Context: an optimization exercise on an open-source flow, tuned for small area. The choices shown serve that exercise and are no tape-out recipe. Function was checked by simulation only, so behaviour that the tests miss may differ from the original. Power figures rest on the tool's default switching activity, not on a simulated workload.

Design dual_adc_moving_average_scaler_unit, start of the top module:
module dual_adc_moving_average_scaler_unit (
	input  wire logic                   clk,
	input  wire logic                   arst_n,
	input  wire logic                   psel,
	input  wire logic                   penable,
	input  wire logic                   pwrite,
	input  wire logic [PADDR_W-1:0]     paddr,
	input  wire logic [PDATA_W-1:0]     pwdata,
	output logic      [PDATA_W-1:0]     prdata,
	output logic                        pready,
	input  wire logic                   in_valid,
	output logic                        in_ready,
	input  wire logic [SAMPLE_BITS-1:0] battery_sample,
	input  wire logic [SAMPLE_BITS-1:0] thermistor_sample,
	output logic                        out_valid,
	input  wire logic                   out_ready,
	output logic      [OUT_W-1:0]       battery_mv,
	output logic signed [OUT_W-1:0]     temperature_centi_c,
	output logic                        window_full
);
	logic [VREF_W-1:0]      vref;
	logic [RATIO_W-1:0]     ratio;
	logic [DROP_W-1:0]      drop;
	logic [OFFS_W-1:0]      offs;
	logic                   at_slot;
	logic                   head_ok;
	logic [SAMPLE_BITS-1:0] head_b;
	logic [SAMPLE_BITS-1:0] head_t;
	logic                   full;
	logic                   busy;
	logic                   done;
	logic                   accept;
	logic                   out_valid_q;
	logic [OUT_W-1:0]       batt;
	logic [OUT_W-1:0]       temp;
	assign in_ready = ~busy & ~out_valid_q & at_slot;
	assign accept   = in_valid & in_ready;
	damsu_regs u_regs (
		.clk     (clk),
		.arst_n  (arst_n),
		.psel    (psel),
		.penable (penable),
		.pwrite  (pwrite),
		.paddr   (paddr),
		.pwdata  (pwdata),
		.prdata  (prdata),
		.pready  (pready),
		.vref    (vref),
		.ratio   (ratio),
		.drop    (drop),
		.offs    (offs)
	);
	damsu_window u_window (
		.clk               (clk),
		.arst_n            (arst_n),
		.accept            (accept),
		.battery_sample    (battery_sample),
		.thermistor_sample (thermistor_sample),
		.at_slot           (at_slot),
		.head_ok           (head_ok),
		.head_b            (head_b),
		.head_t            (head_t),
		.full              (full)
	);
	damsu_scale u_scale (
		.clk     (clk),
		.arst_n  (arst_n),
		.start   (accept),
		.head_ok (head_ok),
		.head_b  (head_b),
		.head_t  (head_t),
		.vref    (vref),
		.ratio   (ratio),
		.drop    (drop),
		.offs    (offs),
		.busy    (busy),
  ...
For scale: ~810 cells after synthesis, roughly 370 flip-flops, ~140 I/O pins, about 12000 um^2 of cells after synthesis.
export LEC_CHECK = 0
export CAP_MARGIN = 20
export CORE_MARGIN = 2
export CORE_UTILIZATION = 75
export SLEW_MARGIN = 20
create_clock -name core_clock -period 10.0 [get_ports {clk}]
standard.sh (not shown) runs the stock make flow with config.mk's settings and CLKGATE_MAP_FILE= SYNTH_SCRIPT=/design/flow/synth_recipe.tcl, a recipe that flattens the netlist after the stock synthesis.
==> flow/flow/run.sh <==
#!/bin/bash
# Standard layout, with plain buf_1 port buffers and a clock tree without
# dummy loads. Every tool's output goes to a log file in this folder.
set -euo pipefail
export BUFFER_PORTS_ARGS="-buffer_cell sky130_fd_sc_hd__buf_1"
export CTS_ARGS="-sink_clustering_enable -repair_clock_nets -dont_use_dummy_load -sink_clustering_size 18 -sink_clustering_max_diameter 50 -buf_list sky130_fd_sc_hd__clkbuf_8"
bash standard.sh > standard.log 2>&1
Next try:
==> flow/flow/run.sh (replaced) <==
#!/bin/bash
# Standard layout, with plain buf_1 port buffers and a clock tree without
# dummy loads. Every tool's output goes to a log file in this folder.
set -euo pipefail
export BUFFER_PORTS_ARGS="-buffer_cell sky130_fd_sc_hd__buf_1"
export CTS_ARGS="-sink_clustering_enable -repair_clock_nets -dont_use_dummy_load -sink_clustering_size 20 -sink_clustering_max_diameter 60 -buf_list sky130_fd_sc_hd__clkbuf_8"
bash standard.sh > standard.log 2>&1
Settings changed: CORE_UTILIZATION 75 to 65.
=>
- clock-buffer cell count decreases by 2
- setup slack improves by 0.020 ns
- sequential power hardly moves
Next try:
==> flow/flow/run.sh (replaced) <==
#!/bin/bash
# Standard layout, with plain buf_1 port buffers and a clock tree without
# dummy loads. Every tool's output goes to a log file in this folder.
set -euo pipefail
export BUFFER_PORTS_ARGS="-buffer_cell sky130_fd_sc_hd__buf_1"
export CTS_ARGS="-sink_clustering_enable -repair_clock_nets -dont_use_dummy_load -sink_clustering_size 16 -sink_clustering_max_diameter 50 -buf_list sky130_fd_sc_hd__clkbuf_8"
bash standard.sh > standard.log 2>&1
Synthesized cell count does not change. Wire length stays flat. Register-to-register slack gains 0.097 ns. Count of clock-buffer cells in the layout came out higher by 5. Core utilization goes up by 0.38 points. Flip-flop and latch count does not change. Setup slack is better by 0.097 ns. Final area rises by 0.54%. Total power increases by 1.3%.

========
dual_adc_moving_average_scaler_unit again, from the RTL that the note above started with.
==> flow/config.mk <==
export PLATFORM = sky130hd
export DESIGN_NAME = dual_adc_moving_average_scaler_unit
export DESIGN_NICKNAME = dual_adc_moving_average_scaler_unit
export VERILOG_FILES = /design/flow/design.v
export SDC_FILE = /design/flow/constraint.sdc
export NUM_CORES = 4
export LEC_CHECK = 0
export CAP_MARGIN = 20
export CORE_MARGIN = 2
export CORE_UTILIZATION = 65
export SLEW_MARGIN = 20
==> flow/constraint.sdc <==
create_clock -name core_clock -period 10.0 [get_ports {clk}]
set_input_delay 2.0000 -clock core_clock [delete_from_list [all_inputs] [get_ports {clk}]]
set_output_delay 2.0000 -clock core_clock [all_outputs]
set_load 0.01 [all_outputs]
==> flow/flow/run.sh <==
#!/bin/bash
# Standard layout, with plain buf_1 port buffers and a clock tree without
# dummy loads. Every tool's output goes to a log file in this folder.
set -euo pipefail
export BUFFER_PORTS_ARGS="-buffer_cell sky130_fd_sc_hd__buf_1"
export CTS_ARGS="-sink_clustering_enable -repair_clock_nets -dont_use_dummy_load -sink_clustering_size 10 -sink_clustering_max_diameter 40 -buf_list {sky130_fd_sc_hd__clkbuf_2 sky130_fd_sc_hd__clkbuf_4}"
bash standard.sh > standard.log 2>&1
Edit:
==> flow/flow/run.sh (replaced) <==
#!/bin/bash
# Standard layout, with plain buf_1 port buffers and a clock tree without
# dummy loads. Every tool's output goes to a log file in this folder.
set -euo pipefail
export BUFFER_PORTS_ARGS="-buffer_cell sky130_fd_sc_hd__buf_1"
export CTS_ARGS="-sink_clustering_enable -repair_clock_nets -dont_use_dummy_load -sink_clustering_size 20 -sink_clustering_max_diameter 60 -buf_list sky130_fd_sc_hd__clkbuf_8"
bash standard.sh > standard.log 2>&1
CAP_MARGIN = 0   (was 20)
SLEW_MARGIN = 0   (was 20)
- The new run ran to the end with no violations
- via count fell by about 1.7%
- sequential share of layout area came out higher by 0.16 points
- die area is unchanged
- critical path depth stays the same
- area after synthesis stays the same
- worst hold slack got worse by 0.050 ns
- synthesized cell count is unchanged
- power drops by 0.52%
- global-route usage is lower by 0.36 points
Edit:
==> flow/run.sh (new file) <==
#!/bin/bash
# synth_recipe.tcl (not shown) runs the flow's synth.tcl, then flattens the netlist and writes it again
# the make line also repeats each setting of config.mk as NAME=value (left out here)
make -C /OpenROAD-flow-scripts/flow DESIGN_CONFIG=/design/flow/config.mk WORK_HOME=/design/flow/orfs CLKGATE_MAP_FILE= SYNTH_SCRIPT=/design/flow/synth_recipe.tcl finish
CAP_MARGIN = 20   (was 0)
CTS_BUF_LIST = sky130_fd_sc_hd__clkbuf_8   (was default)
CTS_CLUSTER_DIAMETER = 60   (was default)
CTS_CLUSTER_SIZE = 20   (was default)
SLEW_MARGIN = 20   (was 0)
removed: flow/flow/run.sh
removed: flow/standard.sh
Result: Wire length climbs slightly; critical path depth does not change; worst hold slack improves by 0.088 ns.
Edit:
==> flow/flow/run.sh (new file) <==
#!/bin/bash
# Standard layout, with plain buf_1 port buffers and a clock tree without
# dummy loads. Every tool's output goes to a log file in this folder.
set -euo pipefail
export BUFFER_PORTS_ARGS="-buffer_cell sky130_fd_sc_hd__buf_1"
export CTS_ARGS="-sink_clustering_enable -repair_clock_nets -dont_use_dummy_load -sink_clustering_size 20 -sink_clustering_max_diameter 60 -buf_list sky130_fd_sc_hd__clkbuf_8"
bash standard.sh > standard.log 2>&1
==> flow/standard.sh (new file) <==
#!/bin/bash
# synth_recipe.tcl (not shown) runs the flow's synth.tcl, then flattens the netlist and writes it again
# the make line also repeats each setting of config.mk as NAME=value (left out here)
make -C /OpenROAD-flow-scripts/flow DESIGN_CONFIG=/design/flow/config.mk WORK_HOME=/design/flow/orfs CLKGATE_MAP_FILE= SYNTH_SCRIPT=/design/flow/synth_recipe.tcl "${@:-finish}"
CTS_BUF_LIST = default   (was sky130_fd_sc_hd__clkbuf_8)
CTS_CLUSTER_DIAMETER = default   (was 60)
CTS_CLUSTER_SIZE = default   (was 20)
GPL_TIMING_DRIVEN = 0   (was default)
removed: flow/run.sh
Result: The new run finished with timing, DRC and antenna clean; sequential share of layout area is higher by 2.5 points; sequential cell count does not change; setup slack loses 0.21 ns; clock skew came out higher by 0.028 ns; design area came out lower by 4.1%; sequential power hardly moves.

========
Another version of the RTL of dual_adc_moving_average_scaler_unit (not shown whole).
Size in the first run: about 990 cells after synthesis, roughly 370 flip-flops, ~140 I/O pins, roughly 13000 um^2 of cells after synthesis.
Settings: LEC_CHECK=0, CAP_MARGIN=20, CORE_MARGIN=2, CORE_UTILIZATION=40, SLEW_MARGIN=20; clock period 10.0 ns.
==> flow/flow/run.sh <==
#!/bin/bash
# Standard layout, with plain buf_1 port buffers and a clock tree without
# dummy loads. Every tool's output goes to a log file in this folder.
set -euo pipefail
export BUFFER_PORTS_ARGS="-buffer_cell sky130_fd_sc_hd__buf_1"
export CTS_ARGS="-sink_clustering_enable -repair_clock_nets -dont_use_dummy_load -sink_clustering_size 30 -sink_clustering_max_diameter 100 -buf_list sky130_fd_sc_hd__clkbuf_16"
bash standard.sh > standard.log 2>&1
The first run finished with timing, DRC and antenna clean.
Rerun with:
==> flow/run.sh (new file) <==
#!/bin/bash
# synth_recipe.tcl (not shown) runs the flow's synth.tcl, then flattens the netlist and writes it again
# the make line also repeats each setting of config.mk as NAME=value (left out here)
make -C /OpenROAD-flow-scripts/flow DESIGN_CONFIG=/design/flow/config.mk WORK_HOME=/design/flow/orfs CLKGATE_MAP_FILE= SYNTH_SCRIPT=/design/flow/synth_recipe.tcl finish
--- a/flow/config.mk
+++ b/flow/config.mk
@@ -8,4 +8,6 @@
 export CAP_MARGIN = 20
 export CORE_MARGIN = 2
-export CORE_UTILIZATION = 40
+export CORE_UTILIZATION = 65
+export CTS_BUF_LIST = sky130_fd_sc_hd__clkbuf_4 sky130_fd_sc_hd__clkbuf_8
+export CTS_CLUSTER_SIZE = 30
 export SLEW_MARGIN = 20
removed: flow/flow/run.sh
removed: flow/standard.sh
Utilization came out higher by 35 points.
Sequential cell count does not change.
Clock skew came out lower by 0.055 ns.
Count of clock-buffer cells in the layout came out higher by 66.
Register-to-register slack gains 0.06 ns.
Final cell count came out lower by a few percent.
Combinational power came out higher by a quarter to a third.
Routed wire length came out higher slightly.
Global-route usage came out higher by 11 points.
Worst setup slack loses 0.70 ns.
Rerun with:
==> flow/flow/run.sh (new file) <==
#!/bin/bash
# Standard layout, with plain buf_1 port buffers and a clock tree without
# dummy loads. Every tool's output goes to a log file in this folder.
set -euo pipefail
export BUFFER_PORTS_ARGS="-buffer_cell sky130_fd_sc_hd__buf_1"
export CTS_ARGS="-sink_clustering_enable -repair_clock_nets -dont_use_dummy_load -sink_clustering_size 20 -sink_clustering_max_diameter 80 -buf_list sky130_fd_sc_hd__clkbuf_8"
bash standard.sh > standard.log 2>&1
==> flow/standard.sh (new file) <==
#!/bin/bash
# synth_recipe.tcl (not shown) runs the flow's synth.tcl, then flattens the netlist and writes it again
# the make line also repeats each setting of config.mk as NAME=value (left out here)
make -C /OpenROAD-flow-scripts/flow DESIGN_CONFIG=/design/flow/config.mk WORK_HOME=/design/flow/orfs CLKGATE_MAP_FILE= SYNTH_SCRIPT=/design/flow/synth_recipe.tcl "${@:-finish}"
--- a/flow/config.mk
+++ b/flow/config.mk
@@ -8,6 +8,4 @@
 export CAP_MARGIN = 20
 export CORE_MARGIN = 2
-export CORE_UTILIZATION = 65
-export CTS_BUF_LIST = sky130_fd_sc_hd__clkbuf_4 sky130_fd_sc_hd__clkbuf_8
-export CTS_CLUSTER_SIZE = 30
+export CORE_UTILIZATION = 40
 export SLEW_MARGIN = 20
removed: flow/run.sh
- sequential share of layout area climbs by 5.2 points
- sequential power hardly moves
- non-clock buffer count climbs by 2
- wire length drops slightly

-- re-timing with driven ports --
Ports are ideal in the flow. The routed layouts listed here were re-timed in OpenROAD.
Step 1: set_driving_cell puts a clkbuf_16 on clk and a buf_2 on each other input, an assumption about the parent block.
Step 2 also shifts input and output timing later by t, the mid clock arrival at the registers, as if the neighbouring blocks saw the same clock.
Three values: ideal ports, drivers, drivers and shift; two values: the first two.
run	t (ns)	setup WS [ns]	worst hold slack (ns)	worst setup path after step 2
the first run of note 1	0.582	0.509 / 0.509 / 0.509	0.302 / 0.302 / 0.302	register to register
the second run of note 1	0.586	0.529 / 0.529 / 0.529	0.242 / 0.242 / 0.242	register to register
the third run of note 1	0.578	0.626 / 0.626 / 0.626	0.304 / 0.304 / 0.304	register to register
the first run of note 2	0.649	0.655 / 0.655 / 0.655	0.294 / 0.294 / 0.294	register to register
the second run of note 2	0.587	0.523 / 0.523 / 0.523	0.244 / 0.244 / 0.244	register to register
the third run of note 2	0.601	0.682 / 0.682 / 0.682	0.332 / 0.332 / 0.332	register to register
the fourth run of note 2	0.574	0.468 / 0.468 / 0.468	0.291 / 0.291 / 0.291	register to register
the first run of note 3	0.541	4.419 / 4.391 / 4.391	0.323 / 0.323 / 0.323	input to output
the second run of note 3	0.606	3.717 / 3.695 / 3.695	0.313 / 0.313 / 0.313	input to output
the third run of note 3	0.596	4.423 / 4.394 / 4.394	0.293 / 0.293 / 0.293	input to output
After both steps every run listed still meets setup and hold. For the third run of note 3, which loses most, drivers alone change the setup slack by -0.029 ns; drivers and shift together by -0.029 ns.
